From an optimization exercise on the open Yosys and OpenROAD flow, aimed at small area, a short achievable clock period and few clock cycles; shortcuts taken in it are not production practice. Only simulation tests tie the RTL to the original design; equivalence was not proved. The flow treats the clock pin as an ideal source, which a real chip does not have.

## flow/flow/run.sh

```bash
#!/bin/bash
# Layout flow: the standard flow (standard.sh, synthesis unchanged), with the port
# buffers that the standard flow places on every input and output made buf_2 cells.
set -euo pipefail
bash standard.sh "BUFFER_PORTS_ARGS=-buffer_cell sky130_fd_sc_hd__buf_2" finish > standard_flow.log 2>&1
```

## flow/standard.sh

```bash
#!/bin/bash
# synth_recipe.tcl (not shown) runs the flow's synth.tcl, then flattens the netlist and writes it again
# the make line also repeats each setting of config.mk as NAME=value (left out here)
make -C /OpenROAD-flow-scripts/flow DESIGN_CONFIG=/design/flow/config.mk WORK_HOME=/design/flow/orfs CLKGATE_MAP_FILE= SYNTH_SCRIPT=/design/flow/synth_recipe.tcl "${@:-finish}"
```

## flow/config.mk

```make
export PLATFORM = sky130hd
export DESIGN_NAME = tpu_tiled_core
export DESIGN_NICKNAME = tpu_tiled_core
export VERILOG_FILES = /design/flow/design.v
export SDC_FILE = /design/flow/constraint.sdc
export NUM_CORES = 4
export LEC_CHECK = 0
export CAP_MARGIN = 20
export CORE_MARGIN = 2
export CORE_UTILIZATION = 40
export CTS_BUF_LIST = sky130_fd_sc_hd__clkbuf_8
export CTS_CLUSTER_DIAMETER = 150
export CTS_CLUSTER_SIZE = 60
export SLEW_MARGIN = 75
```

## flow/constraint.sdc

```tcl
create_clock -name core_clock -period 10.0 [get_ports {clk}]
set_input_delay 2.0000 -clock core_clock [delete_from_list [all_inputs] [get_ports {clk}]]
set_output_delay 2.0000 -clock core_clock [all_outputs]
set_load 0.01 [all_outputs]
```

## flow/design.v

```verilog
package tpu_pkg;
  localparam int D_DEF      = 4;
  localparam int DATA_W_DEF = 8;
  localparam int ACC_W_DEF  = 8;
endpackage
module tpu_pe_acc (
  input  logic       clk,
  input  logic       clr,
  input  logic [2:0] p1,
  input  logic [2:0] p2,
  input  logic [2:0] ng,
  input  logic [1:0] e,
  input  logic [7:0] b,
  output logic [7:0] acc_o
);
  logic [7:0] prod_q, acc_q, r0, r1, b2;
  logic [7:0] pp0;
  logic [5:0] pp1;
  logic [3:0] pp2;
  logic [1:0] pp3;
  assign b2  = {b[6:0], 1'b0};
  assign pp0 = (({8{p1[0]}} & b) | ({8{p2[0]}} & b2)) ^ {8{ng[0]}};
  assign pp1 = (({6{p1[1]}} & b[5:0]) | ({6{p2[1]}} & b2[5:0])) ^ {6{ng[1]}};
  assign pp2 = (({4{p1[2]}} & b[3:0]) | ({4{p2[2]}} & b2[3:0])) ^ {4{ng[2]}};
  assign pp3 = {(e[1] & b[0]) ^ (e[0] & b[1]), e[0] & b[0]};
  logic t1;
  logic t2;
  logic t3;
  logic t4;
  logic t5;
  logic t6;
  logic t7;
  logic t8;
  logic t9;
  logic t10;
  logic t11;
  logic t12;
  logic t13;
  logic t14;
  logic t15;
  logic t16;
  logic t17;
  logic t18;
  logic t19;
  logic t20;
  assign t1 = pp0[4] ^ pp1[2];
  assign t2 = pp0[4] & pp1[2];
  assign t3 = pp0[5] ^ pp1[3];
  assign t4 = pp0[5] & pp1[3];
  assign t5 = pp0[6] ^ pp1[4] ^ pp2[2];
  assign t6 = (pp0[6] & pp1[4]) | (pp0[6] & pp2[2]) | (pp1[4] & pp2[2]);
  assign t7 = pp0[7] ^ pp1[5] ^ pp2[3];
  assign t8 = (pp0[7] & pp1[5]) | (pp0[7] & pp2[3]) | (pp1[5] & pp2[3]);
  assign t9 = pp0[2] ^ pp1[0];
  assign t10 = pp0[2] & pp1[0];
  assign t11 = pp0[3] ^ pp1[1];
  assign t12 = pp0[3] & pp1[1];
  assign t13 = t1 ^ pp2[0] ^ ng[2];
  assign t14 = (t1 & pp2[0]) | (t1 & ng[2]) | (pp2[0] & ng[2]);
  assign t15 = t3 ^ pp2[1] ^ t2;
  assign t16 = (t3 & pp2[1]) | (t3 & t2) | (pp2[1] & t2);
  assign t17 = t5 ^ pp3[0] ^ t4;
  assign t18 = (t5 & pp3[0]) | (t5 & t4) | (pp3[0] & t4);
  assign t19 = t7 ^ pp3[1] ^ t6;
  assign t20 = (t7 & pp3[1]) | (t7 & t6) | (pp3[1] & t6);
  assign r0 = {t19, t17, t15, t13, t11, t9, pp0[1], pp0[0]};
  assign r1 = {t18, t16, t14, t12, t10, ng[1], 1'b0, ng[0]};
  always_ff @(posedge clk) begin
    prod_q <= r0 + r1;
    acc_q  <= (clr ? 8'd0 : acc_q) + prod_q;
  end
  assign acc_o = acc_q;
endmodule
module tpu_tiled_core #(
  parameter int ARRAY_DIM = tpu_pkg::D_DEF,
  parameter int DATA_W    = tpu_pkg::DATA_W_DEF,
  parameter int ACC_W     = tpu_pkg::ACC_W_DEF,
  parameter int ADDR_W    = 8,
  parameter int DIM_W     = 4
) (
  input  logic                          clk,
  input  logic                          rst,
  input  logic                          start,
  input  logic [DIM_W-1:0]              m,
  input  logic [DIM_W-1:0]              n,
  input  logic [DIM_W-1:0]              k,
  output logic                          busy,
  output logic                          done,
  output logic [ADDR_W-1:0]             a_index,
  input  logic [ARRAY_DIM*DATA_W-1:0]   a_rdata,
  output logic [ADDR_W-1:0]             b_index,
  input  logic [ARRAY_DIM*DATA_W-1:0]   b_rdata,
  output logic                          o_wr_en,
  output logic [ADDR_W-1:0]             o_index,
  output logic [ARRAY_DIM*ACC_W-1:0]    o_wdata
);
  logic       busy_q, idle_q, done_q, iss_q, first_q;
  logic [3:0] k_q, m_q, x_q, rows_q, ncol_q;
  logic [1:0] lane_q;
  logic [7:0] a_idx_q, b_idx_q, o_idx_q, a_add, b_add;
  logic       s1_first, s1_last, s1_final;
  logic [1:0] s1_lane;
  logic [2:0] s1_cm;
  logic       s2_first, s2_last, s2_final;
  logic [2:0] s2_p1, s2_p2, s2_ng;
  logic [1:0] s2_e;
  logic [7:0] a_sel;
  logic [7:0] s2_b [4];
  logic       s3_first, s3_last, s3_final;
  logic       wr_q, fin_q;
  logic [7:0] acc [4];
  logic accept, row_end, last_row, last_tn, final_rd;
  assign accept   = start && idle_q;
  assign row_end  = (x_q == 4'd0);
  assign last_row = (rows_q == 4'd1);
  assign last_tn  = (ncol_q <= 4'd4);
  assign final_rd = iss_q && row_end && last_row && last_tn;
  always_ff @(posedge clk or posedge rst) begin
    if (rst) idle_q <= 1'b1;
    else if (accept) idle_q <= (m == 4'd0 || n == 4'd0 || k == 4'd0);
    else if (fin_q) idle_q <= 1'b1;
  end
  always_ff @(posedge clk or posedge rst) begin
    if (rst) begin
      busy_q   <= 1'b0;
      done_q   <= 1'b0;
      iss_q    <= 1'b0;
      s1_last  <= 1'b0;
      s1_final <= 1'b0;
      s2_last  <= 1'b0;
      s2_final <= 1'b0;
      s3_last  <= 1'b0;
      s3_final <= 1'b0;
      wr_q     <= 1'b0;
      fin_q    <= 1'b0;
    end else begin
      s1_last  <= iss_q && row_end;
      s1_final <= final_rd;
      s2_last  <= s1_last;
      s2_final <= s1_final;
      s3_last  <= s2_last;
      s3_final <= s2_final;
      wr_q     <= s3_last;
      fin_q    <= s3_final;
      if (accept) begin
        if (m == 4'd0 || n == 4'd0 || k == 4'd0) begin
          busy_q <= 1'b0;
          done_q <= 1'b1;
        end else begin
          busy_q <= 1'b1;
          done_q <= 1'b0;
          iss_q  <= 1'b1;
        end
      end else begin
        if (final_rd) iss_q <= 1'b0;
        if (fin_q) begin
          busy_q <= 1'b0;
          done_q <= 1'b1;
        end
      end
    end
  end
  always_comb begin
    if (!row_end) begin
      a_add = lane_q[0] ? 8'hff : 8'h01;
      b_add = lane_q[0] ? 8'hff : 8'h01;
    end else begin
      a_add = (lane_q == 2'd3) ? {4'd0, k_q} : 8'd0;
      b_add = !last_row ? 8'd0 : lane_q[0] ? {4'd0, k_q} : 8'd1;
    end
  end
  always_ff @(posedge clk) begin
    if (idle_q) begin
      k_q     <= k;
      m_q     <= m;
      ncol_q  <= n;
      rows_q  <= m;
      x_q     <= k - 4'd1;
      lane_q  <= 2'd0;
      first_q <= 1'b1;
      a_idx_q <= 8'd0;
      b_idx_q <= 8'd0;
    end else if (iss_q) begin
      first_q <= row_end;
      a_idx_q <= (row_end && last_row) ? 8'd0 : a_idx_q + a_add;
      b_idx_q <= b_idx_q + b_add;
      if (!row_end) begin
        x_q <= x_q - 4'd1;
      end else begin
        x_q <= k_q - 4'd1;
        if (last_row) begin
          ncol_q <= ncol_q - 4'd4;
          rows_q <= m_q;
          lane_q <= 2'd0;
        end else begin
          rows_q <= rows_q - 4'd1;
          lane_q <= lane_q + 2'd1;
        end
      end
    end
  end
  always_ff @(posedge clk) begin
    if (idle_q) o_idx_q <= 8'hff;
    else if (s3_last) o_idx_q <= o_idx_q + 8'd1;
  end
  always_comb begin
    case (s1_lane)
      2'd0: a_sel = a_rdata[31:24];
      2'd1: a_sel = a_rdata[23:16];
      2'd2: a_sel = a_rdata[15:8];
      default: a_sel = a_rdata[7:0];
    endcase
  end
  always_ff @(posedge clk) begin
    s1_first <= first_q;
    s1_lane  <= lane_q;
    s1_cm    <= {ncol_q > 4'd3, ncol_q > 4'd2, ncol_q > 4'd1};
    s2_first <= s1_first;
    s3_first <= s2_first;
    for (int j = 0; j < 3; j++) begin
      s2_p1[j] <= a_sel[2*j] ^ ((j == 0) ? 1'b0 : a_sel[2*j-1]);
      s2_p2[j] <= (a_sel[2*j+1] && !a_sel[2*j] && !((j == 0) ? 1'b0 : a_sel[2*j-1])) ||
                  (!a_sel[2*j+1] && a_sel[2*j] && ((j == 0) ? 1'b0 : a_sel[2*j-1]));
      s2_ng[j] <= a_sel[2*j+1] && !(a_sel[2*j] && ((j == 0) ? 1'b0 : a_sel[2*j-1]));
    end
    s2_e <= {a_sel[7] ^ (a_sel[6] & a_sel[5]), a_sel[6] ^ a_sel[5]};
    s2_b[0] <= b_rdata[31:24];
    s2_b[1] <= s1_cm[0] ? b_rdata[23:16] : 8'd0;
    s2_b[2] <= s1_cm[1] ? b_rdata[15:8]  : 8'd0;
    s2_b[3] <= s1_cm[2] ? b_rdata[7:0]   : 8'd0;
  end
  for (genvar c = 0; c < 4; c++) begin : g_mac
    tpu_pe_acc u_mac (
      .clk   (clk),
      .clr   (s3_first),
      .p1    (s2_p1),
      .p2    (s2_p2),
      .ng    (s2_ng),
      .e     (s2_e),
      .b     (s2_b[c]),
      .acc_o (acc[c])
    );
  end
  assign busy    = busy_q;
  assign done    = done_q;
  assign a_index = a_idx_q;
  assign b_index = b_idx_q;
  assign o_wr_en = wr_q;
  assign o_index = o_idx_q;
  assign o_wdata = {acc[0], acc[1], acc[2], acc[3]};
endmodule
```

==> results of run 1 <==
## cells by family after synthesis
logic type / Yosys count / synth area share [%]
fa+ha+maj: 114 / 15.4
mux: 19 / 2.94
flops: 174 / 37.0
compound gates: 196 / 14.0
buf+inv: 99 / 4.09
xor+xnor: 160 / 14.2
simple gates: 246 / 12.5
## layer usage
layer	part of all wire, %	track usage, %
met5	0.16	0
met3	6.5	4.65
met4	1.5	4.67
met2	45	26.0
met1	47	21.1
## metrics by stage
stage / worst slack, ps / util [%] / cells / hold slack [ps]
after CTS: 6940 / 46.5 / 1480 / 336
after floorplan: 6990 / - / 1008 / 310
after global placement: 6850 / 44.3 / 1441 / 313
after global routing: 6830 / 46.6 / 1482 / 347
final: 6970 / 46.7 / 1484 / 334
after detailed placement: 6880 / 45.0 / 1448 / 312
## area by class of cell
type	instances	area [sq um]
repair buffers	148	825
clock inverters	13	105
well taps	330	413
diodes	4	10.0
fillers	2411	13400
flip-flops and latches	174	3780
clock buffers	19	262
inverters	61	229
multi-input cells	735	6060
## cells in the mapped netlist (20+ instances only)
| cell type | number | area [sq um] |
|---|---|---|
| xnor2_1 | 115 | 1010 |
| nand2b_1 | 27 | 169 |
| nor2_1 | 52 | 195 |
| ha_1 | 96 | 1200 |
| a22oi_1 | 53 | 398 |
| inv_1 | 59 | 221 |
| nand2_1 | 65 | 244 |
| nor2b_1 | 37 | 231 |
| o21ai_0 | 31 | 155 |
| edfxtp_1 | 20 | 601 |
| a21oi_1 | 41 | 205 |
| and2_1 | 32 | 200 |
| dfxtp_1 | 142 | 2840 |
| xor2_1 | 40 | 350 |
## registers in the layout (all words and copies together), names as in the netlist, 2 cells and up
signal,cells
m_q,4
a_idx_q,8
s2_b,32
s2_ng,3
s2_p2,3
ncol_q,4
s1_cm,3
s1_lane,2
x_q,4
s2_p1,3
s2_e,2
o_idx_q,8
k_q,4
g_mac.u_mac.prod_q,32
lane_q,2
rows_q,4
g_mac.u_mac.acc_q,32
b_idx_q,8
## worst paths after layout
kind / start / end / slack, ps / depth (start not counted)
max: a_idx_q[3] / a_index[3] / 6970 / 1
min: s1_first / s2_first / 330 / 0
max reg2reg: s2_p2[0] / g_mac[3].u_mac.prod_q[7] / 7050 / 11
min reg2reg: s1_first / s2_first / 330 / 0
max in group asynchronous: rst / idle_q / 8290 / 2
min in group asynchronous: rst / done_q / 1440 / 2
==> impl_metrics.toml, run 1 <==
[status]
status = "complete, no violations"

[worst_setup_path]
path_buf_inv = 1
max_stage_delay_ps = 410
critPathMaxFanout = 3
crit_required_ps = 8000
path_cells = "buf_2"
cp_top_family = "flip-flops"
end_kind = "output port"
start_kind = "flop"
crit_slowest_cell = "dfxtp_1"
path_class = "flop to output port"
critPathArrivalTime_ps = 1030

[timing]
grt_setup_unrepaired = "no"
max_freq_mhz = 330
worstMarginPinSlew_ps = 343
period_share_pct = 30.3
slew_headroom_pct = 76.9
hold_viol_final = 0
fin_skew_ps = 19.8
min_period_ps = 3030
setup_viol = 0
drv_slew = 0
setup_tns_ps = 0

[clock_tree]
h-tree-depth = 4
tritoncts = "yes"
clockRootBuffer = "clkbuf_8"
clkSlewWorstSetupHoldPaths_ps = 100
holdBufCountCts = 0
numCtsBuffers = 17
cts.repair.resized = 0
worstSkewPairLatency_ps = 460
cts_max_path_buffers = 2
post_cts_buffers = 0
clock-sinks = 174

[floorplan]
dieArea_sq_mm = 0.0266
io_pins = 138
die_height_um = 163
num_rows = 58
fp.coreArea_sq_mm = 0.0250
initial_core_util_pct = 40.5
dieWidth_um = 163

[place]
routabilityCongestion = 0.823
placed_area_sq_mm = 0.0113
hpwl_um = 15900
port_buffers = 137

[yosys]
seq_area_frac_synth_pct = 37.0
syn-num-nets = 1201
syn-cell-area_sq_mm = 0.0101
synth_seq_cells = 174
synth-edff-count = 20
synth.avg_cell_area_sq_um = 10.1
ys_async_sr_fraction_pct = 6.90
syn_inst = 1008
netlist-cell-type-count = 62
yosys_most_used_dff = "dfxtp_1"
synth_warnings = 5

[finish]
drive_gt1_share_pct = 21.9
layout_common_cells = "buf_2, dfxtp_1, xnor2_1, ha_1, nand2_1"
final_common_cell = "buf_2"
final_nets = 1330
area_delta_synth_final_pct = 15.2
final_cell_area_sq_mm = 0.0117

[min_path]
hp-class = "flop to flop"

[flow_run]
drv_cap = 0

[drt]
vias = 7223
drcViolationCount = 0
drt.antenna.violating_nets = 0
drtPass1Iterations = 5
viasPerCell = 4.87
routedWlPerCell_um = 13.9
first_iter_violations = 360
wirelength_um = 20700

[global_route]
grt_util_all_layers_pct = 16.1
grt_pass1_wl_um = 34400
antenna_found_initial = 7
grt_pass1_vias = 6962
grt_overflow = 0
grt_max_degree = 33
Testbench counts, summed over its fixed seeds: cycles 20,343.
==> run 2: changes to the inputs <==
--- a/flow/design.v
+++ b/flow/design.v
@@ -99,14 +99,16 @@
   logic [1:0] lane_q;
   logic [7:0] a_idx_q, b_idx_q, o_idx_q, a_add, b_add;
-  logic       s1_first, s1_last, s1_final;
+  logic       s1_first, s1_last;
   logic [1:0] s1_lane;
   logic [2:0] s1_cm;
-  logic       s2_first, s2_last, s2_final;
-  logic [2:0] s2_p1, s2_p2, s2_ng;
+  logic       s2_first, s2_last;
+  logic [2:0] s2_p1, s2_p2, s2_ng, p1_d, p2_d, ng_d;
   logic [1:0] s2_e;
+  logic [2:0] s2_p1n, s2_p2n, s2_ngn;
+  logic       s3_firstn;
   logic [7:0] a_sel;
   logic [7:0] s2_b [4];
-  logic       s3_first, s3_last, s3_final;
-  logic       wr_q, fin_q;
+  logic       s3_first, s3_last;
+  logic       wr_q, fin;
   logic [7:0] acc [4];
   logic accept, row_end, last_row, last_tn, final_rd;
@@ -116,8 +118,9 @@
   assign last_tn  = (ncol_q <= 4'd4);
   assign final_rd = iss_q && row_end && last_row && last_tn;
+  assign fin      = wr_q && !iss_q && !s1_last && !s2_last && !s3_last;
   always_ff @(posedge clk or posedge rst) begin
     if (rst) idle_q <= 1'b1;
     else if (accept) idle_q <= (m == 4'd0 || n == 4'd0 || k == 4'd0);
-    else if (fin_q) idle_q <= 1'b1;
+    else if (fin) idle_q <= 1'b1;
   end
   always_ff @(posedge clk or posedge rst) begin
@@ -127,20 +130,12 @@
       iss_q    <= 1'b0;
       s1_last  <= 1'b0;
-      s1_final <= 1'b0;
       s2_last  <= 1'b0;
-      s2_final <= 1'b0;
       s3_last  <= 1'b0;
-      s3_final <= 1'b0;
       wr_q     <= 1'b0;
-      fin_q    <= 1'b0;
     end else begin
       s1_last  <= iss_q && row_end;
-      s1_final <= final_rd;
       s2_last  <= s1_last;
-      s2_final <= s1_final;
       s3_last  <= s2_last;
-      s3_final <= s2_final;
       wr_q     <= s3_last;
-      fin_q    <= s3_final;
       if (accept) begin
         if (m == 4'd0 || n == 4'd0 || k == 4'd0) begin
@@ -154,5 +149,5 @@
       end else begin
         if (final_rd) iss_q <= 1'b0;
-        if (fin_q) begin
+        if (fin) begin
           busy_q <= 1'b0;
           done_q <= 1'b1;
@@ -212,4 +207,12 @@
     endcase
   end
+  always_comb begin
+    for (int j = 0; j < 3; j++) begin
+      p1_d[j] = a_sel[2*j] ^ ((j == 0) ? 1'b0 : a_sel[2*j-1]);
+      p2_d[j] = (a_sel[2*j+1] && !a_sel[2*j] && !((j == 0) ? 1'b0 : a_sel[2*j-1])) ||
+                (!a_sel[2*j+1] && a_sel[2*j] && ((j == 0) ? 1'b0 : a_sel[2*j-1]));
+      ng_d[j] = a_sel[2*j+1] && !(a_sel[2*j] && ((j == 0) ? 1'b0 : a_sel[2*j-1]));
+    end
+  end
   always_ff @(posedge clk) begin
     s1_first <= first_q;
@@ -217,11 +220,12 @@
     s1_cm    <= {ncol_q > 4'd3, ncol_q > 4'd2, ncol_q > 4'd1};
     s2_first <= s1_first;
-    s3_first <= s2_first;
-    for (int j = 0; j < 3; j++) begin
-      s2_p1[j] <= a_sel[2*j] ^ ((j == 0) ? 1'b0 : a_sel[2*j-1]);
-      s2_p2[j] <= (a_sel[2*j+1] && !a_sel[2*j] && !((j == 0) ? 1'b0 : a_sel[2*j-1])) ||
-                  (!a_sel[2*j+1] && a_sel[2*j] && ((j == 0) ? 1'b0 : a_sel[2*j-1]));
-      s2_ng[j] <= a_sel[2*j+1] && !(a_sel[2*j] && ((j == 0) ? 1'b0 : a_sel[2*j-1]));
-    end
+    s3_first  <= s2_first;
+    s3_firstn <= !s2_first;
+    s2_p1  <= p1_d;
+    s2_p2  <= p2_d;
+    s2_ng  <= ng_d;
+    s2_p1n <= ~p1_d;
+    s2_p2n <= ~p2_d;
+    s2_ngn <= ~ng_d;
     s2_e <= {a_sel[7] ^ (a_sel[6] & a_sel[5]), a_sel[6] ^ a_sel[5]};
     s2_b[0] <= b_rdata[31:24];
@@ -233,8 +237,8 @@
     tpu_pe_acc u_mac (
       .clk   (clk),
-      .clr   (s3_first),
-      .p1    (s2_p1),
-      .p2    (s2_p2),
-      .ng    (s2_ng),
+      .clr   ((c < 2) ? s3_first : !s3_firstn),
+      .p1    ((c < 2) ? s2_p1 : ~s2_p1n),
+      .p2    ((c < 2) ? s2_p2 : ~s2_p2n),
+      .ng    ((c < 2) ? s2_ng : ~s2_ngn),
       .e     (s2_e),
       .b     (s2_b[c]),
==> flow/flow/run.sh (replaced) <==
#!/bin/bash
# Layout flow: the standard flow (standard.sh) in two calls.
#  1. synthesis, unchanged: bash standard.sh synth
#  2. the remaining steps, with two changes to how the layout is made:
#     - the port buffers that the standard flow puts on every input and output are
#       PORT_BUF cells;
#     - the delay cells (clkdlybuf4s*, dlygate4sd*, dlymetal6s*) are added to the
#       platform's don't-use list, so the resizer's repair buffers are plain buffers.
# Each call's full output goes to its own log in this folder; ORFS keeps its per-step
# logs under orfs/logs/.
set -euo pipefail
PORT_BUF=sky130_fd_sc_hd__buf_1
bash standard.sh synth > flow_synth.log 2>&1
BASE=$(make -s -C "$FLOW_HOME" DESIGN_CONFIG="$PWD/config.mk" WORK_HOME="$PWD/orfs" \
  print-DONT_USE_CELLS | sed -n 's/^DONT_USE_CELLS: //p')
if [[ -z "$BASE" ]]; then
  echo "could not read the platform's DONT_USE_CELLS" >&2
  exit 1
fi
SLOW=""
for c in clkdlybuf4s15_1 clkdlybuf4s15_2 clkdlybuf4s18_1 clkdlybuf4s18_2 clkdlybuf4s25_1 \
         clkdlybuf4s25_2 clkdlybuf4s50_1 clkdlybuf4s50_2 dlygate4sd1_1 dlygate4sd2_1 \
         dlygate4sd3_1 dlymetal6s2s_1 dlymetal6s4s_1 dlymetal6s6s_1; do
  SLOW="$SLOW sky130_fd_sc_hd__$c"
done
bash standard.sh "DONT_USE_CELLS=$BASE$SLOW" "BUFFER_PORTS_ARGS=-buffer_cell $PORT_BUF" finish \
  > flow_layout.log 2>&1
==> run 2 against run 1 <==
  * Still clean on timing, DRC and antenna
  * Count of clock-buffer cells in the layout decreased by 2
  * Die area is 0.31% higher
  * Flip-flop and latch count increased by 6
  * Non-clock buffer count fell by 3
  * Via count rose by 2.6%
  * Synthesized cell count is 3.7% higher
  * Sequential share of layout area increased by 1.2 points
  * First-iteration DRC count down 10%
  * Cell count grew 2.6%
==> impl_metrics.toml, run 2 <==
[place]
port_buffers = 137
dp_slack_ps = 6740
routabilityCongestion = 0.830
hpwl_um = 16600
dpl.cell_count = 1484

[drt]
vias = 7408
drtPass1Iterations = 5
routed.top_layer = "met5"
drcViolationCount = 0
wl_met2_um = 9600
first_iter_violations = 324
routedWlPerCell_um = 14.0
viasPerCell = 4.87
wirelength_met1_um = 10000
wl_met3_um = 1170
wirelength_um = 21400
drt.antenna.violating_nets = 0

[finish]
layout_common_cells = "buf_1, dfxtp_1, xnor2_1, ha_1, inv_1"
stdcell_count = 1522
regArea_sq_mm = 0.00389
final_common_cell = "buf_1"
reg_top3 = "g_mac.u_mac.acc_q x32, g_mac.u_mac.prod_q x32, s2_b x32"
final_nets = 1369
drive_gt1_share_pct = 8.41
area_delta_synth_final_pct = 13.8
multi_input_area_sq_mm = 0.00595
fillers = 2446

[yosys]
syn-num-nets = 1238
syn-cell-area_sq_mm = 0.0102
netlist-cell-type-count = 62
synth-edff-count = 20
yosys.area.top_type = "dfxtp_1"
synth_most_common_cell = "dfxtp_1"
syn_inst = 1045
ys_async_sr_fraction_pct = 4.44
synth_warnings = 5
synth_seq_cells = 180
netlist_top_cells_count = "dfxtp_1, xnor2_1, ha_1"
synth.area.top_cells = "dfxtp_1, ha_1, xnor2_1"
yosys_most_used_dff = "dfxtp_1"
seq_area_frac_synth_pct = 37.8
synth.avg_cell_area_sq_um = 9.73
yosysTopAreaCellShare_pct = 29.9

[clock_tree]
worstSkewPairLatency_ps = 460
tritoncts = "yes"
clock-sinks = 180
cts.repair.resized = 0
holdBufCountCts = 0
clockRootBuffer = "clkbuf_8"
h-tree-depth = 4
cts_max_path_buffers = 2
clkSlewWorstSetupHoldPaths_ps = 110
numCtsBuffers = 17
post_cts_buffers = 0

[timing]
grt_setup_unrepaired = "no"
fin_ws_ps = 6900
slew_headroom_pct = 76.3
max_freq_mhz = 323
setup_viol = 0
whs_ps = 349
period_share_pct = 31.0
min_period_ps = 3100
hold_viol_final = 0
worstMarginPinSlew_ps = 352
setup_tns_ps = 0
fin_skew_ps = 17.9
drv_slew = 0

[floorplan]
io_pins = 138
dieArea_sq_mm = 0.0267
initial_core_util_pct = 40.6
die_height_um = 163
num_rows = 58
dieWidth_um = 163
fp.coreArea_sq_mm = 0.0250

[worst_setup_path]
rrSetupSlack_ps = 7090
crit_slowest_cell = "dfxtp_1"
crit_required_ps = 8000
path_class = "flop to output port"
critPathMaxFanout = 6
crit_path_start = "o_idx_q[0]"
path_buf_inv = 1
critPathArrivalTime_ps = 1100
path_cells = "buf_1"
end_kind = "output port"
max_stage_delay_ps = 450
start_kind = "flop"
r2r_start = "rows_q[1]"
cp_top_family = "flip-flops"

[flow_run]
drv_cap = 0

[global_route]
grt_max_degree = 38
antenna_found_initial = 4
grt_pass1_wl_um = 35900
grt_overflow = 0
grt_util_all_layers_pct = 16.8
grt_pass1_vias = 7475

[status]
status = "complete, no violations"

[min_path]
hp-class = "flop to flop"
min_from = "s2_first"
[run 2: stage by stage]
stage | utilization, % | cell area (sq um)
after CTS | 45.8 | 11500
after global routing | 46.2 | 11600
final | 46.2 | 11600
after floorplan | - | 10200
after global placement | 43.8 | 11000
after detailed placement | 44.2 | 11100
[run 2: cell type report]
cell class / count / share of cell area [%]
diodes: 3 / 0.0649
inverters: 90 / 2.92
clock inverters: 15 / 1.35
clock buffers: 17 / 2.02
multi-input cells: 742 / 51.4
repair buffers: 145 / 5.06
well taps: 330 / 3.57
flip-flops and latches: 180 / 33.6
[run 2: cell families after synthesis]
group | after synthesis | synth area share [%]
AO/OA/AOI/OAI | 198 | 12.6
adder cells (fa/ha/maj) | 114 | 15.4
flip-flops | 180 | 37.8
buffers and inverters | 123 | 4.73
AND/OR/NAND/NOR | 251 | 12.7
multiplexers | 19 | 2.93
XOR/XNOR | 160 | 13.8
[run 2: worst paths after layout]
kind                               to  cells after the start
max                        o_index[0]                      1
max reg2reg                b_idx_q[7]                     13
min in group asynchronous        wr_q                      2
min reg2reg                  s3_first                      0
max in group asynchronous      idle_q                      2
min                          s3_first                      0
[run 2: routing by layer]
metal | track usage (%) | vias to the layer above
met3 | 3.71 | 36
li1 | - | 3817
met4 | 6.76 | 2
met5 | 0 | -
met1 | 21.8 | 3373
met2 | 27.1 | 180
Testbench counts of run 2, summed over its fixed seeds: cycles 20,343.
==> run 3: changes to the inputs <==
==> flow/flow/run.sh (replaced) <==
#!/bin/bash
# Layout flow: the standard flow (standard.sh) in two calls.
#  1. synthesis, unchanged: bash standard.sh synth
#  2. the remaining steps, with these changes to how the layout is made:
#     - the port buffers that the standard flow puts on every input and output are buf_1
#       cells (flow/upsize_out.tcl makes the output ones buf_2 after CTS);
#     - the delay cells (clkdlybuf4s*, dlygate4sd*, dlymetal6s*) are added to the
#       platform's don't-use list, so the resizer's repair buffers are plain buffers;
#     - CTS runs with config.mk's buffer and clustering settings but inserts no dummy
#       loads;
#     - after CTS, flow/upsize_out.tcl gives each flip-flop that drives an output port
#       buffer its _2 drive strength (same cell type) and legalizes the placement.
# Each call's full output goes to its own log in this folder; ORFS keeps its per-step
# logs under orfs/logs/.
set -euo pipefail
bash standard.sh synth > flow_synth.log 2>&1
BASE=$(make -s -C "$FLOW_HOME" DESIGN_CONFIG="$PWD/config.mk" WORK_HOME="$PWD/orfs" \
  print-DONT_USE_CELLS | sed -n 's/^DONT_USE_CELLS: //p')
if [[ -z "$BASE" ]]; then
  echo "could not read the platform's DONT_USE_CELLS" >&2
  exit 1
fi
SLOW=""
for c in clkdlybuf4s15_1 clkdlybuf4s15_2 clkdlybuf4s18_1 clkdlybuf4s18_2 clkdlybuf4s25_1 \
         clkdlybuf4s25_2 clkdlybuf4s50_1 clkdlybuf4s50_2 dlygate4sd1_1 dlygate4sd2_1 \
         dlygate4sd3_1 dlymetal6s2s_1 dlymetal6s4s_1 dlymetal6s6s_1; do
  SLOW="$SLOW sky130_fd_sc_hd__$c"
done
CTS="-sink_clustering_enable -repair_clock_nets -sink_clustering_size 60"
CTS="$CTS -sink_clustering_max_diameter 150 -buf_list sky130_fd_sc_hd__clkbuf_8"
CTS="$CTS -dont_use_dummy_load"
bash standard.sh "DONT_USE_CELLS=$BASE$SLOW" \
  "BUFFER_PORTS_ARGS=-buffer_cell sky130_fd_sc_hd__buf_1" \
  "CTS_ARGS=$CTS" "POST_CTS_TCL=$PWD/flow/upsize_out.tcl" finish > flow_layout.log 2>&1
==> flow/flow/upsize_out.tcl (new file) <==
# Run after CTS (POST_CTS_TCL): give the output ports faster drivers. Each output port's
# buffer becomes a buf_2 and each flip-flop that drives such a buffer takes its _2 drive
# strength (the same cell type). The placement is then legalized again.
set db [ord::get_db]
set block [ord::get_db_block]
set nbuf 0
set nff 0
proc driver_inst {net} {
  if {$net == "NULL"} { return "NULL" }
  foreach it [$net getITerms] {
    if {[$it isOutputSignal]} { return [$it getInst] }
  }
  return "NULL"
}
foreach bterm [$block getBTerms] {
  if {[$bterm getIoType] != "OUTPUT"} { continue }
  set buf [driver_inst [$bterm getNet]]
  if {$buf == "NULL"} { continue }
  if {![string match "sky130_fd_sc_hd__buf_*" [[$buf getMaster] getName]]} { continue }
  $buf swapMaster [$db findMaster sky130_fd_sc_hd__buf_2]
  incr nbuf
  foreach it [$buf getITerms] {
    if {![$it isInputSignal]} { continue }
    set ff [driver_inst [$it getNet]]
    if {$ff == "NULL"} { continue }
    if {[regexp {^(sky130_fd_sc_hd__(dfxtp|dfrtp|dfstp))_1$} [[$ff getMaster] getName] -> base]} {
      $ff swapMaster [$db findMaster ${base}_2]
      incr nff
    }
  }
}
puts "upsize_out: $nbuf output buffers, $nff flip-flops"
detailed_placement
check_placement -verbose
==> run 3 against run 2 <==
  * Still clean
  * Cell count shrank 0.99%
  * Sequential share of layout area up 0.66 points
  * Worst hold slack lost 4.3 ps
  * Die area did not move
  * Count of clock-buffer cells in the layout is the same
  * Global-route usage is 0.11 points lower
  * Via count barely moved
  * Fmax up 3.2%
  * Critical endpoint is now o_wr_en
==> impl_metrics.toml, run 3 <==
[finish]
regArea_sq_mm = 0.00396
fin_util_pct = 46.2
fillers = 2455
layout_common_cells = "xnor2_1, ha_1, inv_1, buf_1, dfxtp_1"
drive_gt1_share_pct = 17.5
final_common_cell = "xnor2_1"
multi_input_area_sq_mm = 0.00595
final_nets = 1369
reg_top3 = "g_mac.u_mac.acc_q x32, g_mac.u_mac.prod_q x32, s2_b x32"
area_delta_synth_final_pct = 13.7

[clock_tree]
clkSlewWorstSetupHoldPaths_ps = 100
clock-sinks = 180
tritoncts = "yes"
worstSkewPairLatency_ps = 440

[global_route]
antenna_found_initial = 4
grt_pass1_wl_um = 35700
grt_max_degree = 38
grt_util_all_layers_pct = 16.7
grt_pass1_vias = 7429
grt_overflow = 0

[drt]
first_iter_violations = 284
drtPass1Iterations = 5
routedWlPerCell_um = 14.1
vias = 7402
drt.antenna.violating_nets = 0
wirelength_um = 21300
drcViolationCount = 0
viasPerCell = 4.91

[timing]
period_share_pct = 30.0
grt_setup_unrepaired = "no"
setup_tns_ps = 0
min_period_ps = 3000
max_freq_mhz = 333
fin_skew_ps = 22.8
hold_viol_final = 0
slew_headroom_pct = 76.4
drv_slew = 0
setup_viol = 0
worstMarginPinSlew_ps = 351

[yosys]
synth_simple_gate_area_share_pct = 12.7
synth_top_family_by_area = "adder cells"
synth_most_common_cell = "dfxtp_1"
syn-cell-area_sq_mm = 0.0102
yosys_most_used_dff = "dfxtp_1"
synth.avg_cell_area_sq_um = 9.73
synth_seq_cells = 180
yosys.area.top_type = "dfxtp_1"
syn-num-nets = 1238
synth.area.top_cells = "dfxtp_1, ha_1, xnor2_1"
synth_xor_area_share_pct = 13.8
yosysTopAreaCellShare_pct = 29.9
netlist-cell-type-count = 62
synth_warnings = 5
synth-edff-count = 20
synthAdderAreaFrac_pct = 15.4
synth_compound_area_share_pct = 12.6
netlist_top_cells_count = "dfxtp_1, xnor2_1, ha_1"
synthMuxAreaShare_pct = 2.93
ys_async_sr_fraction_pct = 4.44
seq_area_frac_synth_pct = 37.8
syn_inst = 1045

[worst_setup_path]
ff2ff_path_depth = 13
path_buf_inv = 1
cp.depth = 1
r2r_start = "rows_q[1]"
end_kind = "output port"
max_stage_delay_ps = 410
critPathCapture = "o_wr_en"
rrSetupSlack_ps = 7090
crit_path_start = "wr_q"
path_class = "flop to output port"
cp_top_family = "flip-flops"
critPathMaxFanout = 2
start_kind = "flop"
path_cells = "buf_2"
crit_slowest_cell = "dfrtp_2"
crit_required_ps = 8000
critPathArrivalTime_ps = 1000
r2r_end = "b_idx_q[7]"

[floorplan]
fp.coreArea_sq_mm = 0.0250
dieArea_sq_mm = 0.0267
die_height_um = 163
num_rows = 58
initial_core_util_pct = 40.6
io_pins = 138
dieWidth_um = 163

[place]
routabilityCongestion = 0.830
hpwl_um = 16600
port_buffers = 137

[min_path]
hp-class = "flop to flop"

[status]
status = "complete, no violations"

[flow_run]
drv_cap = 0
## run 3: layer usage
metal / global-route usage [%] / vias to the layer above / wire length, um
li1: - / 3802 / -
met1: 21.7 / 3391 / 10000
met2: 26.9 / 173 / 9580
met3: 3.68 / 34 / 1140
met4: 6.52 / 2 / 541
met5: 0 / - / 13
## run 3: layout make-up
| type | instances | area share, % |
|---|---|---|
| Tap cell | 330 | 3.57 |
| Timing Repair Buffer | 145 | 5.70 |
| Inverter | 90 | 2.92 |
| Clock buffer | 17 | 2.02 |
| Sequential cell | 180 | 34.3 |
| Multi-Input combinational cell | 742 | 51.5 |
| Antenna cell | 3 | 0.0649 |
## run 3: cell families after synthesis
| logic type | Yosys count |
|---|---|
| XOR/XNOR | 160 |
| flip-flops | 180 |
| AO/OA/AOI/OAI | 198 |
| multiplexers | 19 |
| buffers and inverters | 123 |
| adder cells (fa/ha/maj) | 114 |
| AND/OR/NAND/NOR | 251 |
## run 3: worst min path at each step
stage | start | endpoint | cells past startpoint
2_1_floorplan | s1_first | s2_first | 0
6_report | s2_first | s3_first | 0
3_5_place_dp | s2_first | s3_first | 0
5_1_grt | s2_first | s3_first | 0
3_3_place_gp | first_q | s1_first | 0
## run 3: through the flow
step                      worst slack, ps  cells  cell area, sq um  hold WS [ps]
after floorplan                      6870   1045             10200           310
after global placement               6750   1481             11000           341
after detailed placement             6740   1484             11100           338
after global routing                 6770   1505             11600           356
final                                7000   1507             11600           345
==> run 4: changes to the inputs <==
--- a/flow/flow/run.sh
+++ b/flow/flow/run.sh
@@ -7,6 +7,6 @@
 #     - the delay cells (clkdlybuf4s*, dlygate4sd*, dlymetal6s*) are added to the
 #       platform's don't-use list, so the resizer's repair buffers are plain buffers;
-#     - CTS runs with config.mk's buffer and clustering settings but inserts no dummy
-#       loads;
+#     - CTS builds the tree from clkbuf_8 cells, with sink clusters of up to 60 sinks
+#       and 150 um, and inserts no dummy loads;
 #     - after CTS, flow/upsize_out.tcl gives each flip-flop that drives an output port
 #       buffer its _2 drive strength (same cell type) and legalizes the placement.
--- a/flow/config.mk
+++ b/flow/config.mk
@@ -8,7 +8,4 @@
 export CAP_MARGIN = 20
 export CORE_MARGIN = 2
-export CORE_UTILIZATION = 40
-export CTS_BUF_LIST = sky130_fd_sc_hd__clkbuf_8
-export CTS_CLUSTER_DIAMETER = 150
-export CTS_CLUSTER_SIZE = 60
+export CORE_UTILIZATION = 55
 export SLEW_MARGIN = 75
==> run 4 against run 3 <==
  * Still clean
  * Non-clock buffer count grew 1
  * Critical path depth unchanged
  * Clock skew grew 4.2 ps
  * Register-to-register slack is essentially flat
  * Wire length is 11% lower
  * Worst hold slack worse by 18 ps
  * Flip-flop and latch count unchanged
  * Cell area is 1.8% lower
  * Global-route usage up 3.5 points
  * Synthesized cell count did not move
  * Sequential share of layout area is 0.57 points higher
  * Count of clock-buffer cells in the layout stayed put
==> impl_metrics.toml, run 4 <==
[worst_setup_path]
ff2ff_path_depth = 13
crit_required_ps = 8000
rrSetupSlack_ps = 7090
critPathMaxFanout = 6
max_stage_delay_ps = 410
r2r_start = "rows_q[1]"
r2r_end = "b_idx_q[7]"
crit_slowest_cell = "dfxtp_2"
path_cells = "buf_2"
path_class = "flop to output port"
end_kind = "output port"
critPathArrivalTime_ps = 1010
path_buf_inv = 1
start_kind = "flop"
cp_top_family = "flip-flops"

[yosys]
yosys_most_used_dff = "dfxtp_1"
syn-cell-area_sq_mm = 0.0102
yosysTopAreaCellShare_pct = 29.9
ys_async_sr_fraction_pct = 4.44
synth_warnings = 5
synth-edff-count = 20
yosys.area.top_type = "dfxtp_1"
netlist_top_cells_count = "dfxtp_1, xnor2_1, ha_1"
syn-num-nets = 1238
synth.area.top_cells = "dfxtp_1, ha_1, xnor2_1"
synth_seq_cells = 180
synth_most_common_cell = "dfxtp_1"
netlist-cell-type-count = 62
syn_inst = 1045
seq_area_frac_synth_pct = 37.8
synth.avg_cell_area_sq_um = 9.73

[min_path]
hp-class = "flop to flop"
min_from = "s1_first"
hold_depth = 0
worstHoldEndpoint = "s2_first"

[timing]
setup_tns_ps = 0
period_share_pct = 30.1
whs_ps = 327
drv_slew = 0
hold_viol_final = 0
slew_headroom_pct = 77.2
min_period_ps = 3010
max_freq_mhz = 332
fin_skew_ps = 27.0
worstMarginPinSlew_ps = 342
setup_viol = 0
grt_setup_unrepaired = "no"

[drt]
viasPerCell = 5.15
routedWlPerCell_um = 13.6
drcViolationCount = 0
first_iter_violations = 321
drt.antenna.violating_nets = 0
drtPass1Iterations = 4
wirelength_um = 19100
vias = 7228

[global_route]
grt_max_degree = 37
grt_pass1_wl_um = 32400
grt_pass1_vias = 6948
antenna_found_initial = 0
grt_overflow = 0
grt_util_all_layers_pct = 20.2

[clock_tree]
clock-sinks = 180
tritoncts = "yes"
clkSlewWorstSetupHoldPaths_ps = 90
worstSkewPairLatency_ps = 450

[finish]
final_nets = 1370
num_antenna_cells = 0
reg_top3 = "g_mac.u_mac.acc_q x32, g_mac.u_mac.prod_q x32, s2_b x32"
fillers = 1576
area_delta_synth_final_pct = 11.7
final_common_cell = "xnor2_1"
layout_common_cells = "xnor2_1, ha_1, inv_1, buf_1, dfxtp_1"
drive_gt1_share_pct = 17.4

[flow_run]
drv_cap = 0

[floorplan]
initial_core_util_pct = 56.4
num_rows = 49
dieWidth_um = 140
io_pins = 138
dieArea_sq_mm = 0.0196
fp.coreArea_sq_mm = 0.0180
die_height_um = 140

[status]
status = "complete, no violations"

[place]
routabilityCongestion = 0.822
port_buffers = 137
hpwl_um = 14800
run 4: cell counts after synthesis:
No cell type changed its count.
run 4: per-stage QoR:
| step | util, % | worst slack, ps | instances | cell area, sq um |
|---|---|---|---|---|
| floorplan | - | 6870 | 1045 | 10200 |
| global placement | 60.1 | 6730 | 1382 | 10800 |
| detailed placement | 60.8 | 6730 | 1387 | 11000 |
| global route | 63.0 | 6830 | 1404 | 11400 |
| finish | 63.0 | 6990 | 1404 | 11400 |
run 4: worst max-delay path by stage:
stage,endpoint,cells past startpoint,from,slack [ps]
after global routing,b_idx_q[7],13,rows_q[1],6830
after global placement,s2_p2n[2],4,a_rdata[3],6730
after detailed placement,s2_p2n[2],4,a_rdata[3],6730
final,o_index[0],1,o_idx_q[0],6990
after floorplan,s2_p2n[2],3,a_rdata[3],6870
run 4: area by class of cell:
cell class | count | area [sq um] | share of cell area, %
clock buffers | 17 | 234 | 2.06
flip-flops and latches | 180 | 3950 | 34.8
repair buffers | 146 | 634 | 5.59
inverters | 90 | 338 | 2.98
well taps | 229 | 287 | 2.52
multi-input cells | 742 | 5910 | 52.0
run 4: kinds of logic (layout without fill, tap and decap cells):
logic type,count (synthesis),in the layout,share of synthesized area [%]
buf+inv,123,253,4.73
mux,19,19,2.93
flops,180,180,37.8
compound gates,198,198,12.6
fa+ha+maj,114,114,15.4
xor+xnor,160,160,13.8
simple gates,251,251,12.7
run 4: layer usage:
metal	global-route usage [%]	wire, um
met1	27.8	9320
met2	32.7	8710
met3	3.49	773
met4	6.05	249
met5	0	0
run 4: worst reg2reg max path, cell delays in order (launching register included):
cell and delay, ps:
edfxtp_1 420, inv_1 100, ha_1 170, nor3b_1 170, buf_2 290, nand2_1 90
a21oi_1 250, ha_1 280, a21oi_1 230, o2111ai_1 150, a31oi_1 220, xnor2_1 170
a21oi_1 90, a31o_1 190
==> run 5: changes to the inputs <==
--- a/flow/design.v
+++ b/flow/design.v
@@ -176,5 +176,5 @@
       a_idx_q <= 8'd0;
       b_idx_q <= 8'd0;
-    end else if (iss_q) begin
+    end else begin
       first_q <= row_end;
       a_idx_q <= (row_end && last_row) ? 8'd0 : a_idx_q + a_add;
--- a/flow/config.mk
+++ b/flow/config.mk
@@ -8,4 +8,4 @@
 export CAP_MARGIN = 20
 export CORE_MARGIN = 2
-export CORE_UTILIZATION = 55
+export CORE_UTILIZATION = 40
 export SLEW_MARGIN = 75
==> run 5 against run 4 <==
  * Count of clock-buffer cells in the layout unchanged
  * Wire length increased by 6.3%
  * Critical path type unchanged
  * Die area increased by 34%
==> impl_metrics.toml, run 5 <==
[status]
status = "complete, no violations"

[finish]
area_delta_synth_final_pct = 13.4
reg_top3 = "g_mac.u_mac.acc_q x32, g_mac.u_mac.prod_q x32, s2_b x32"
final_common_cell = "xnor2_1"
multi_input_area_sq_mm = 0.00578
final_nets = 1338
fin_util_pct = 46.3
regArea_sq_mm = 0.00391
layout_common_cells = "xnor2_1, ha_1, inv_1, dfxtp_1, buf_1"
num_antenna_cells = 0
fillers = 2384
drive_gt1_share_pct = 17.5

[yosys]
yosys.area.top_type = "dfxtp_1"
syn_inst = 1020
seq_area_frac_synth_pct = 38.2
synth_most_common_cell = "dfxtp_1"
synth_xor_area_share_pct = 14.4
synth_seq_cells = 180
yosys_most_used_dff = "dfxtp_1"
netlist-cell-type-count = 53
yosysTopAreaCellShare_pct = 31.4
synthMuxAreaShare_pct = 2.38
synthAdderAreaFrac_pct = 15.7
synth_warnings = 5
synth_compound_area_share_pct = 11.9
netlist_top_cells_count = "dfxtp_1, xnor2_1, ha_1"
synth_simple_gate_area_share_pct = 12.6
syn-cell-area_sq_mm = 0.00995
synth.avg_cell_area_sq_um = 9.76
synth-edff-count = 16
synth_top_family_by_area = "adder cells"
ys_async_sr_fraction_pct = 4.44
syn-num-nets = 1213
synth.area.top_cells = "dfxtp_1, ha_1, xnor2_1"

[global_route]
grt_overflow = 0
grt_util_all_layers_pct = 16.2
grt_max_degree = 29
antenna_found_initial = 0
grt_pass1_wl_um = 34500
grt_pass1_vias = 7180

[timing]
worstMarginPinSlew_ps = 330
slew_headroom_pct = 77.7
min_period_ps = 3020
drv_slew = 0
setup_tns_ps = 0
fin_skew_ps = 29.3
max_freq_mhz = 331
hold_viol_final = 0
period_share_pct = 30.2
grt_setup_unrepaired = "no"
setup_viol = 0

[floorplan]
dieWidth_um = 162
fp.coreArea_sq_mm = 0.0244
dieArea_sq_mm = 0.0262
num_rows = 57
initial_core_util_pct = 40.8
die_height_um = 162
io_pins = 138

[drt]
vias = 7023
drt.antenna.violating_nets = 0
viasPerCell = 4.79
drcViolationCount = 0
drtPass1Iterations = 4
routedWlPerCell_um = 13.8
wirelength_um = 20300
first_iter_violations = 199

[worst_setup_path]
r2r_end = "a_idx_q[6]"
max_stage_delay_ps = 400
crit_slowest_cell = "dfxtp_2"
crit_required_ps = 8000
critPathMaxFanout = 6
path_buf_inv = 1
r2r_start = "x_q[1]"
rrSetupSlack_ps = 7090
path_cells = "buf_2"
end_kind = "output port"
critPathArrivalTime_ps = 1020
path_class = "flop to output port"
ff2ff_path_depth = 11
start_kind = "flop"
cp_top_family = "flip-flops"

[place]
port_buffers = 137
routabilityCongestion = 0.843
hpwl_um = 15700

[min_path]
hold_depth = 0
min_from = "s1_first"
hp-class = "flop to flop"
worstHoldEndpoint = "s2_first"

[clock_tree]
clkSlewWorstSetupHoldPaths_ps = 100
worstSkewPairLatency_ps = 460
tritoncts = "yes"
clock-sinks = 180

[flow_run]
drv_cap = 0
-- run 5: cell count changes in the layout (fill, tap and decap cells not counted), sizes merged, moves of 5 or more --
cell   before  now
inv        90   84
nor2       53   58
o21ai      31   26
buf       146  141
mux2i       5    0
xor2       35   40
nand2      65   57
-- run 5: cell families (layout without fill, tap and decap cells) --
| group | Yosys count | after routing |
|---|---|---|
| xor+xnor | 164 | 164 |
| compound gates | 182 | 182 |
| fa+ha+maj | 114 | 114 |
| simple gates | 247 | 247 |
| buf+inv | 120 | 243 |
| flops | 180 | 180 |
| mux | 13 | 13 |
-- run 5: routing by layer --
metal	global-route usage, %	share of wire, %	vias up
li1	-	-	3658
met1	21.4	48	3173
met2	26.2	45	160
met3	4.01	5.5	32
met4	5.03	2.1	0
met5	0	0	-
-- run 5: cell type report --
cell class	instances	area share [%]
Clock buffer	17	2.07
Inverter	84	2.79
Multi-Input combinational cell	720	51.2
Sequential cell	180	34.7
Tap cell	324	3.59
Timing Repair Buffer	142	5.68
-- run 5: how the worst max path moves through the flow --
stage	startpoint	cells after the start	endpoint
floorplan	a_rdata[3]	3	s2_p2n[2]
global placement	a_rdata[3]	4	s2_p2n[2]
detailed placement	a_rdata[3]	4	s2_p2n[2]
global route	x_q[1]	11	a_idx_q[7]
finish	o_idx_q[0]	1	o_index[0]
-- run 5: metrics by stage --
step	worst slack, ps	hold WS (ps)	area (sq um)	cells
5_1_grt	6830	344	11300	1467
6_report	6980	327	11300	1467
3_5_place_dp	6730	313	10900	1450
2_1_floorplan	6870	310	9950	1020
3_3_place_gp	6750	313	10700	1446
Testbench counts of run 5, summed over its fixed seeds: cycles 20,343.
==> run 6: changes to the inputs <==
--- a/flow/flow/run.sh
+++ b/flow/flow/run.sh
@@ -7,6 +7,6 @@
 #     - the delay cells (clkdlybuf4s*, dlygate4sd*, dlymetal6s*) are added to the
 #       platform's don't-use list, so the resizer's repair buffers are plain buffers;
-#     - CTS builds the tree from clkbuf_8 cells, with sink clusters of up to 60 sinks
-#       and 150 um, and inserts no dummy loads;
+#     - CTS builds the tree from a clkbuf_16 root and clkbuf_8 cells, with sink clusters
+#       of up to 60 sinks and 150 um, and inserts no dummy loads;
 #     - after CTS, flow/upsize_out.tcl gives each flip-flop that drives an output port
 #       buffer its _2 drive strength (same cell type) and legalizes the placement.
@@ -29,4 +29,5 @@
 CTS="-sink_clustering_enable -repair_clock_nets -sink_clustering_size 60"
 CTS="$CTS -sink_clustering_max_diameter 150 -buf_list sky130_fd_sc_hd__clkbuf_8"
+CTS="$CTS -root_buf sky130_fd_sc_hd__clkbuf_16"
 CTS="$CTS -dont_use_dummy_load"
 bash standard.sh "DONT_USE_CELLS=$BASE$SLOW" \
==> run 6 against run 5 <==
  * Count of clock-buffer cells in the layout unchanged
  * Via count barely moved
  * Fmax up 2.4%
  * Wire length about the same
  * Synthesized cell count unchanged
  * Cell area up 0.10%
  * Worst setup slack better by 72 ps
  * Sequential share of layout area about the same
  * Register-to-register slack about the same
  * Critical path depth did not move
  * Die area did not move
==> impl_metrics.toml, run 6 <==
[worst_setup_path]
end_kind = "output port"
path_class = "flop to output port"
cp_top_family = "flip-flops"
r2r_end = "a_idx_q[6]"
crit_required_ps = 8000
start_kind = "flop"
path_cells = "buf_2"
critPathArrivalTime_ps = 950
rrSetupSlack_ps = 7090
critPathMaxFanout = 6
path_buf_inv = 1
max_stage_delay_ps = 400
crit_slowest_cell = "dfxtp_2"
ff2ff_path_depth = 11
r2r_start = "x_q[1]"

[finish]
area_delta_synth_final_pct = 13.6
final_nets = 1338
layout_common_cells = "xnor2_1, ha_1, inv_1, dfxtp_1, buf_1"
final_common_cell = "xnor2_1"
fillers = 2382
drive_gt1_share_pct = 17.5
num_antenna_cells = 0
reg_top3 = "g_mac.u_mac.acc_q x32, g_mac.u_mac.prod_q x32, s2_b x32"

[timing]
worstMarginPinSlew_ps = 330
fin_skew_ps = 29.2
grt_setup_unrepaired = "no"
max_freq_mhz = 339
whs_ps = 327
slew_headroom_pct = 77.7
drv_slew = 0
setup_viol = 0
period_share_pct = 29.5
setup_tns_ps = 0
hold_viol_final = 0
min_period_ps = 2950

[global_route]
grt_pass1_vias = 7183
grt_pass1_wl_um = 34500
grt_overflow = 0
antenna_found_initial = 0
grt_util_all_layers_pct = 16.2
grt_max_degree = 29

[drt]
vias = 7024
viasPerCell = 4.79
drtPass1Iterations = 4
wirelength_um = 20300
drt.antenna.violating_nets = 0
first_iter_violations = 220
drcViolationCount = 0
routedWlPerCell_um = 13.8

[yosys]
syn_inst = 1020
synth_warnings = 5
synth_seq_cells = 180
yosys_most_used_dff = "dfxtp_1"
yosysTopAreaCellShare_pct = 31.4
seq_area_frac_synth_pct = 38.2
ys_async_sr_fraction_pct = 4.44
syn-cell-area_sq_mm = 0.00995
syn-num-nets = 1213
netlist_top_cells_count = "dfxtp_1, xnor2_1, ha_1"
yosys.area.top_type = "dfxtp_1"
synth.avg_cell_area_sq_um = 9.76
synth_most_common_cell = "dfxtp_1"
netlist-cell-type-count = 53
synth.area.top_cells = "dfxtp_1, ha_1, xnor2_1"
synth-edff-count = 16

[place]
routabilityCongestion = 0.843
port_buffers = 137
hpwl_um = 15700

[clock_tree]
clock-sinks = 180
worstSkewPairLatency_ps = 390
tritoncts = "yes"
clkSlewWorstSetupHoldPaths_ps = 100

[floorplan]
dieArea_sq_mm = 0.0262
fp.coreArea_sq_mm = 0.0244
num_rows = 57
initial_core_util_pct = 40.8
die_height_um = 162
dieWidth_um = 162
io_pins = 138

[min_path]
hp-class = "flop to flop"
min_from = "s1_first"
hold_depth = 0
worstHoldEndpoint = "s2_first"

[flow_run]
drv_cap = 0

[status]
status = "complete, no violations"
run 6: how the worst max path moves through the flow:
stage / from / to / slack [ps] / cells after the start
after floorplan: a_rdata[3] / s2_p2n[2] / 6870 / 3
after global placement: a_rdata[3] / s2_p2n[2] / 6750 / 4
after detailed placement: a_rdata[3] / s2_p2n[2] / 6730 / 4
after global routing: x_q[1] / a_idx_q[7] / 6830 / 11
final: o_idx_q[0] / o_index[0] / 7050 / 1
run 6: cells by family (layout without fill, tap and decap cells):
group           Yosys count  count (layout)  synth area share, %
mux                      13              13                 2.38
xor+xnor                164             164                 14.4
compound gates          182             182                 11.9
simple gates            247             247                 12.6
flops                   180             180                 38.2
buf+inv                 120             243                 4.75
fa+ha+maj               114             114                 15.7
run 6: cell type report:
class	count	area [sq um]	share of cell area, %
multi-input combinational	720	5780	51.1
clock buffer	17	245	2.17
inverter	84	315	2.79
timing repair buffer	142	642	5.68
tap	324	405	3.59
sequential	180	3910	34.6
run 6: stage by stage:
stage	setup WS [ps]	cells	util [%]	area (sq um)
final	7050	1467	46.3	11300
after global routing	6830	1467	46.3	11300
after detailed placement	6730	1450	44.6	10900
after global placement	6750	1446	44.0	10700
after floorplan	6870	1020	-	9950
run 6: metal layers:
layer / up-vias / share of wire (%) / GRT usage, %
li1: 3657 / - / -
met1: 3176 / 48 / 21.4
met2: 162 / 45 / 26.2
met3: 29 / 5.5 / 3.70
met4: 0 / 2.2 / 5.67
met5: - / 0 / 0

==> separate check: timing with driven ports <==
The flow's constraints put no driver on any port. The routed layouts listed below were extracted and timed again, unchanged, in two steps. Step 1 (the two cells are an assumption about what drives the block):
set clk [get_ports {clk}]
set_driving_cell -lib_cell sky130_fd_sc_hd__clkbuf_16 $clk
set_driving_cell -lib_cell sky130_fd_sc_hd__buf_2 [delete_from_list [all_inputs] $clk]
Step 2 moves the port delays by t, midway between the first and last clock arrival at a register: inputs arrive t later, outputs are due t later. That takes back most of the time a late clock gives input paths. a / b / c = ideal / step 1 / step 2; a / b = the first two.
run | t, ns | slack for setup (ns) | worst setup path at the end | clock arrival spread, ns | worst data-port slew with drivers (ns)
run 1 | 0.501 | 6.967 / 6.922 / 6.862 | input to register | 0.025 / 0.024 | 0.08
run 2 | 0.496 | 6.902 / 6.862 / 6.684 | input to register | 0.021 / 0.021 | 0.08
run 3 | 0.477 | 6.998 / 6.958 / 6.687 | input to register | 0.034 / 0.034 | 0.08
run 4 | 0.477 | 6.992 / 6.952 / 6.735 | input to register | 0.031 / 0.031 | 0.05
run 5 | 0.484 | 6.982 / 6.942 / 6.725 | input to register | 0.038 / 0.037 | 0.06
run 6 | 0.417 | 7.054 / 7.009 / 6.727 | input to register | 0.036 / 0.036 | 0.06
After both steps setup and hold are still met in every run listed. For run 6, which loses most, drivers alone change the setup slack by -0.045 ns; drivers and shift together by -0.327 ns.
